What follows belongs to an exercise in optimizing a design on an open flow for small area and a short achievable clock period; a production flow would make more cautious choices.
Where RTL was checked, it was by simulation tests only, not by an equivalence proof against the original.
Power figures rest on the tool's default switching activity, not on a simulated workload.

== red ==
==> flow/design.v <==
module mio_aoi #(
  parameter int N = 3
) (
  input  logic [N-1:0] s,
  input  logic [N-1:0] d,
  output logic         y_n
);
  assign y_n = ~|(s & d);
endmodule
module mio_and #(
  parameter int N = 43
) (
  input  logic [N-1:0] a_n,
  output logic         y_n
);
  assign y_n = &a_n;
endmodule
module mio_hold (
  input  logic q,
  input  logic we,
  input  logic we_n,
  input  logic d,
  output logic y
);
  assign y = (q | we) & (we_n | d);
endmodule
module mio_fin (
  input  logic rd_n,
  input  logic ram_rd_n,
  input  logic oth_n,
  output logic y
);
  assign y = ~((ram_rd_n | rd_n) & oth_n);
endmodule
module mio_predec #(
  parameter int N = 3
) (
  input  logic [N-1:0]    a,
  output logic [2**N-1:0] y_n
);
  always_comb
    for (int k = 0; k < 2**N; k++) y_n[k] = a != N'(k);
endmodule
module mem_io_responder #(
  parameter int MEM_AW   = 7,
  parameter int N_LED    = 10,
  parameter int N_SW     = 10,
  parameter int PRESCALE = 100,
  parameter int PS_W     = 7
) (
  input  logic              Clock,
  input  logic              Resetn,
  input  logic [15:0]       ADDR,
  input  logic [15:0]       DOUT,
  input  logic              W,
  output logic [15:0]       DIN,
  input  logic [N_SW-1:0]   SW,
  output logic [N_LED-1:0]  LEDR,
  output logic              Tick_flag
);
  localparam int NW = 2**MEM_AW;
  localparam int NG = NW / 8;
  logic [NW-1:0][15:0] mem;
  logic [15:0] din_q, din_d, cnt_q, cnt_d, rld_q, rld_d, rd_n, oth;
  logic [N_LED-1:0] led_q, led_d;
  logic [N_SW-1:0] sw1_q, sw2_q;
  logic [PS_W-1:0] ps_q, ps_d;
  logic en_q, en_d, ar_q, ar_d, flag_q, flag_d;
  logic sel_ram, sel_led, sel_sw, sel_tmr, wr_cnt, wr_ctl, run, tick, cnt_one;
  logic [NW-1:0] rsel, wsel, wsel_n;
  logic [NW-1:0][15:0] mem_d;
  localparam int NT = (NW + 2) / 3;
  logic [15:0][NT-1:0] trm_n;
  assign sel_ram = ADDR[15:12] == 4'h0;
  assign sel_led = ADDR[15:12] == 4'h1;
  assign sel_sw  = ADDR[15:12] == 4'h2;
  assign sel_tmr = ADDR[15:12] == 4'h3;
  assign wr_cnt  = W && sel_tmr && !ADDR[0];
  assign wr_ctl  = W && sel_tmr && ADDR[0];
  assign cnt_one = cnt_q == 16'd1;
  assign run     = en_q && cnt_q != '0;
  assign tick    = run && ps_q == PS_W'(PRESCALE - 1);
  logic ram_rd, ram_wr;
  assign ram_rd = sel_ram && !W;
  assign ram_wr = sel_ram && W;
  logic [7:0] pl_n, pw_n;
  logic [NG-1:0] ph_n;
  mio_predec #(.N(3)) u_pl (.a(ADDR[2:0]), .y_n(pl_n));
  mio_predec #(.N(MEM_AW-3)) u_ph (.a(ADDR[MEM_AW-1:3]), .y_n(ph_n));
  assign pw_n = pl_n | {8{!ram_wr}};
  always_comb
    for (int i = 0; i < NW; i++) begin
      rsel[i]   = !(pl_n[i%8] || ph_n[i/8]);
      wsel[i]   = !(pw_n[i%8] || ph_n[i/8]);
      wsel_n[i] = pw_n[i%8] || ph_n[i/8];
    end
  for (genvar b = 0; b < 16; b++) begin : g_bit
    for (genvar t = 0; t < NT; t++) begin : g_trm
      localparam int N = (NW - 3*t) < 3 ? (NW - 3*t) : 3;
      logic [N-1:0] d;
      for (genvar j = 0; j < N; j++) begin : g_w
        assign d[j] = mem[t*3 + j][b];
      end
      mio_aoi #(.N(N)) u_ao (.s(rsel[t*3 +: N]), .d(d), .y_n(trm_n[b][t]));
    end
    mio_and #(.N(NT)) u_and (.a_n(trm_n[b]), .y_n(rd_n[b]));
  end
  always_comb begin
    led_d  = W && sel_led ? DOUT[N_LED-1:0] : led_q;
    ps_d   = (wr_cnt || tick || !run) ? '0 : ps_q + PS_W'(1);
    cnt_d  = wr_cnt ? DOUT : !tick ? cnt_q : cnt_one ? (ar_q ? rld_q : '0) : cnt_q - 16'd1;
    rld_d  = wr_cnt ? DOUT : rld_q;
    en_d   = wr_ctl ? DOUT[0] : en_q;
    ar_d   = wr_ctl ? DOUT[1] : ar_q;
    flag_d = (tick && cnt_one) || (flag_q && !(wr_ctl && DOUT[2]));
    oth    = ({16{ram_wr}} & DOUT) |
             ({16{sel_led}} & 16'(led_d)) |
             ({16{sel_sw}}  & 16'(sw2_q)) |
             ({16{sel_tmr && ADDR[0]}} & {13'b0, flag_d, ar_d, en_d}) |
             ({16{sel_tmr && !ADDR[0]}} & cnt_d);
  end
  for (genvar b = 0; b < 16; b++) begin : g_fin
    mio_fin u_fin (.rd_n(rd_n[b]), .ram_rd_n(!ram_rd), .oth_n(!oth[b]), .y(din_d[b]));
  end
  always_ff @(posedge Clock or negedge Resetn)
    if (!Resetn) begin
      din_q  <= '0;
      led_q  <= '0;
      sw1_q  <= '0;
      sw2_q  <= '0;
      cnt_q  <= '0;
      rld_q  <= '0;
      ps_q   <= '0;
      en_q   <= 1'b0;
      ar_q   <= 1'b0;
      flag_q <= 1'b0;
    end else begin
      din_q  <= din_d;
      led_q  <= led_d;
      sw1_q  <= SW;
      sw2_q  <= sw1_q;
      cnt_q  <= cnt_d;
      rld_q  <= rld_d;
      ps_q   <= ps_d;
      en_q   <= en_d;
      ar_q   <= ar_d;
      flag_q <= flag_d;
    end
  for (genvar i = 0; i < NW; i++) begin : g_word
    for (genvar b = 0; b < 16; b++) begin : g_b
      mio_hold u_hold (.q(mem[i][b]), .we(wsel[i]), .we_n(wsel_n[i]), .d(DOUT[b]), .y(mem_d[i][b]));
    end
  end
  always_ff @(posedge Clock)
    mem <= mem_d;
  assign DIN       = din_q;
  assign LEDR      = led_q;
  assign Tick_flag = flag_q;
endmodule
export LEC_CHECK = 0
export CAP_MARGIN = 20
export CORE_MARGIN = 2
export CORE_UTILIZATION = 50
export CTS_BUF_LIST = sky130_fd_sc_hd__clkbuf_16
export CTS_CLUSTER_DIAMETER = 100
export CTS_CLUSTER_SIZE = 25
export SLEW_MARGIN = 20
export SYNTH_HIERARCHICAL = 1
create_clock -name core_clock -period 10.0 [get_ports {Clock}]
standard.sh (not shown) runs the stock make flow with config.mk's settings and CLKGATE_MAP_FILE= SYNTH_SCRIPT=/design/flow/synth_recipe.tcl, a recipe that flattens the netlist after the stock synthesis.
==> flow/flow/run.sh <==
#!/bin/bash
set -euo pipefail
MARGIN=$(cat flow/margin.txt)
bash standard.sh SETUP_SLACK_MARGIN=$MARGIN finish > flow_make.log 2>&1 || { tail -50 flow_make.log; exit 1; }
tail -5 flow_make.log
==> flow/flow/margin.txt <==
6.5
Inputs modified between red and orange:
--- a/flow/design.v
+++ b/flow/design.v
@@ -41,4 +41,23 @@
   always_comb
     for (int k = 0; k < 2**N; k++) y_n[k] = a != N'(k);
+endmodule
+module mio_predec_en #(
+  parameter int N = 3
+) (
+  input  logic [N-1:0]    a,
+  input  logic            en,
+  output logic [2**N-1:0] y_n
+);
+  always_comb
+    for (int k = 0; k < 2**N; k++) y_n[k] = !(en && a == N'(k));
+endmodule
+module mio_wl (
+  input  logic a_n,
+  input  logic b_n,
+  output logic we,
+  output logic we_n
+);
+  assign we   = !(a_n || b_n);
+  assign we_n = a_n || b_n;
 endmodule
 module mem_io_responder #(
@@ -88,11 +107,10 @@
   mio_predec #(.N(3)) u_pl (.a(ADDR[2:0]), .y_n(pl_n));
   mio_predec #(.N(MEM_AW-3)) u_ph (.a(ADDR[MEM_AW-1:3]), .y_n(ph_n));
-  assign pw_n = pl_n | {8{!ram_wr}};
+  mio_predec_en #(.N(3)) u_pw (.a(ADDR[2:0]), .en(ram_wr), .y_n(pw_n));
   always_comb
-    for (int i = 0; i < NW; i++) begin
-      rsel[i]   = !(pl_n[i%8] || ph_n[i/8]);
-      wsel[i]   = !(pw_n[i%8] || ph_n[i/8]);
-      wsel_n[i] = pw_n[i%8] || ph_n[i/8];
-    end
+    for (int i = 0; i < NW; i++) rsel[i] = !(pl_n[i%8] || ph_n[i/8]);
+  for (genvar i = 0; i < NW; i++) begin : g_wl
+    mio_wl u_wl (.a_n(pw_n[i%8]), .b_n(ph_n[i/8]), .we(wsel[i]), .we_n(wsel_n[i]));
+  end
   for (genvar b = 0; b < 16; b++) begin : g_bit
     for (genvar t = 0; t < NT; t++) begin : g_trm
--- outcome ---
orange ran to completion and came out clean on the timing, design-rule and antenna checks. Re number of different library cells in the post-synthesis netlist: red and orange aren't equal, and the higher value belongs to red. Changes observed in orange relative to red: adder and majority cell fraction of the synthesized area roughly the same, combinational logic power shrank by about 11%, xor-xnor portion of the synthesized cell area has remained practically unchanged, post-synthesis area per instance roughly the same. Compared with red, static leakage in orange decreased by a little under 10%. The higher critical path depth of red and orange is in orange. As far as final hold violation count goes, orange and red are indistinguishable; the numbers are identical. Compared to red, the routing of orange uses less wire. In orange relative to red, area inside the core boundary had gone down slightly. Of red and orange, red shows the lower effective utilization at floorplan, with orange above it. Re sequential cell count: no difference whatsoever between red and orange. Clock tree cell share of total cell area | orange above red.
Function was not checked in any run of this note: the RTL went through the layout flow alone.


Another version of the RTL of mem_io_responder (not shown whole).
Size: about 4200 cells after synthesis, about 2100 flip-flops, about 72 I/O pins.
==> module mem_io_responder, before the edit <==
module mem_io_responder #(
  parameter int MEM_AW   = 7,
  parameter int N_LED    = 10,
  parameter int N_SW     = 10,
  parameter int PRESCALE = 100,
  parameter int PS_W     = 7
) (
  input  logic              Clock,
  input  logic              Resetn,
  input  logic [15:0]       ADDR,
  input  logic [15:0]       DOUT,
  input  logic              W,
  output logic [15:0]       DIN,
  input  logic [N_SW-1:0]   SW,
  output logic [N_LED-1:0]  LEDR,
  output logic              Tick_flag
);
  localparam int NW = 2**MEM_AW;
  localparam int NG = NW / 8;
  logic [NW-1:0][15:0] mem;
  logic [15:0] din_q, din_d, cnt_q, cnt_d, rld_q, rld_d, rd;
  logic [N_LED-1:0] led_q, led_d;
  logic [N_SW-1:0] sw1_q, sw2_q;
  logic [PS_W-1:0] ps_q, ps_d;
  logic en_q, en_d, ar_q, ar_d, flag_q, flag_d;
  logic sel_ram, sel_led, sel_sw, sel_tmr, wr_cnt, wr_ctl, run, tick, cnt_one;
  logic [NW-1:0] rsel, wsel;
  logic [15:0][NG-1:0] grp;
  assign sel_ram = ADDR[15:12] == 4'h0;
  assign sel_led = ADDR[15:12] == 4'h1;
  assign sel_sw  = ADDR[15:12] == 4'h2;
  assign sel_tmr = ADDR[15:12] == 4'h3;
  assign wr_cnt  = W && sel_tmr && !ADDR[0];
  assign wr_ctl  = W && sel_tmr && ADDR[0];
  assign cnt_one = cnt_q == 16'd1;
  assign run     = en_q && cnt_q != '0;
  assign tick    = run && ps_q == PS_W'(PRESCALE - 1);
  logic ram_rd, ram_wr;
  assign ram_rd = sel_ram && !W;
  assign ram_wr = sel_ram && W;
  always_comb
    for (int i = 0; i < NW; i++) begin
      rsel[i] = ADDR[MEM_AW-1:0] == MEM_AW'(i);
      wsel[i] = ram_wr && ADDR[MEM_AW-1:0] == MEM_AW'(i);
    end
  for (genvar b = 0; b < 16; b++) begin : g_bit
    for (genvar g = 0; g < NG; g++) begin : g_grp
      logic [7:0] d;
      for (genvar j = 0; j < 8; j++) begin : g_w
        assign d[j] = mem[g*8 + j][b];
      end
      mio_ao8 u_ao (.s(rsel[g*8 +: 8]), .d(d), .y(grp[b][g]));
    end
    mio_or16 u_or (.a(grp[b]), .y(rd[b]));
  end
  always_comb begin
    led_d  = W && sel_led ? DOUT[N_LED-1:0] : led_q;
    ps_d   = (wr_cnt || tick || !run) ? '0 : ps_q + PS_W'(1);
    cnt_d  = wr_cnt ? DOUT : !tick ? cnt_q : cnt_one ? (ar_q ? rld_q : '0) : cnt_q - 16'd1;
    rld_d  = wr_cnt ? DOUT : rld_q;
    en_d   = wr_ctl ? DOUT[0] : en_q;
    ar_d   = wr_ctl ? DOUT[1] : ar_q;
    flag_d = (tick && cnt_one) || (flag_q && !(wr_ctl && DOUT[2]));
    din_d  = ({16{ram_rd}} & rd) |
             ({16{ram_wr}} & DOUT) |
             ({16{sel_led}} & 16'(led_d)) |
             ({16{sel_sw}}  & 16'(sw2_q)) |
             ({16{sel_tmr && ADDR[0]}} & {13'b0, flag_d, ar_d, en_d}) |
             ({16{sel_tmr && !ADDR[0]}} & cnt_d);
  end
  always_ff @(posedge Clock or negedge Resetn)
    if (!Resetn) begin
      din_q  <= '0;
      led_q  <= '0;
      sw1_q  <= '0;
      sw2_q  <= '0;
      cnt_q  <= '0;
      rld_q  <= '0;
      ps_q   <= '0;
      en_q   <= 1'b0;
      ar_q   <= 1'b0;
      flag_q <= 1'b0;
    end else begin
      din_q  <= din_d;
      led_q  <= led_d;
      sw1_q  <= SW;
      sw2_q  <= sw1_q;
      cnt_q  <= cnt_d;
      rld_q  <= rld_d;
      ps_q   <= ps_d;
      en_q   <= en_d;
      ar_q   <= ar_d;
      flag_q <= flag_d;
    end
  always_ff @(posedge Clock)
    for (int i = 0; i < NW; i++)
      if (wsel[i]) mem[i] <= DOUT;
  assign DIN       = din_q;
  assign LEDR      = led_q;
  assign Tick_flag = flag_q;
endmodule
clock: 10.0 ns
lec_check: 0
cap_margin: 20
core_margin: 2
core_utilization: 50
cts_buf_list: sky130_fd_sc_hd__clkbuf_16
cts_cluster_diameter: 100
cts_cluster_size: 30
slew_margin: 20
synth_hierarchical: 1
Scripts as last shown in full above: flow/flow/run.sh, flow/flow/margin.txt
The baseline finished with timing, DRC and antenna clean.
Then changed:
--- a/flow/design.v
+++ b/flow/design.v
@@ -14,11 +14,11 @@
 module mem_io_responder #(
   parameter int MEM_AW   = 7,
   parameter int N_LED    = 10,
   parameter int N_SW     = 10,
   parameter int PRESCALE = 100,
-  parameter int PS_W     = 7
+  parameter int PS_W     = $clog2(PRESCALE)
 ) (
   input  logic              Clock,
   input  logic              Resetn,
   input  logic [15:0]       ADDR,
   input  logic [15:0]       DOUT,
Total power does not change. Via count does not change. Sequential share of layout area stays the same. Design area does not change. Hold slack is unchanged. Worst setup slack is unchanged. Non-clock buffer count does not change. Sequential power is about the same. Maximum frequency does not change. Combinational power is about the same. Routed wire length does not change. Cell count does not change. Core utilization does not change. Area after synthesis is unchanged.
The RTL of the second run of this note was laid out without a check of its function.

## static timing again, ports no longer ideal
How much do the figures lean on ideal ports? The routed layouts below were timed once more, with nothing changed but the port constraints. Step 1 (the two cells are an assumption about what drives the block):
set clk [get_ports {Clock}]
set_driving_cell -lib_cell sky130_fd_sc_hd__clkbuf_16 $clk
set_driving_cell -lib_cell sky130_fd_sc_hd__buf_2 [delete_from_list [all_inputs] $clk]
Step 2, shift: input delay + t, output delay - t, t = (earliest + latest rising clock arrival at the registers) / 2. This alone moves slack from input paths to output paths. a / b / c = ideal / step 1 / step 2; a / b = the first two.
| run | t (ns) | setup WS [ns] | latest minus earliest clock arrival (ns) | pins driven straight from the clock port |
|---|---|---|---|---|
| red | 0.825 | 5.583 / 5.509 / 4.684 | 0.034 / 0.034 | 1 |
| orange | 0.845 | 5.441 / 5.336 / 4.491 | 0.044 / 0.044 | 1 |
| the first run of note 2 | 0.816 | 5.634 / 5.503 / 4.687 | 0.037 / 0.037 | 1 |
| the second run of note 2 | 0.816 | 5.634 / 5.503 / 4.687 | 0.037 / 0.037 | 1 |
After both steps every run listed still meets setup and hold. For orange, which loses most, drivers alone change the setup slack by -0.105 ns; drivers and shift together by -0.950 ns.
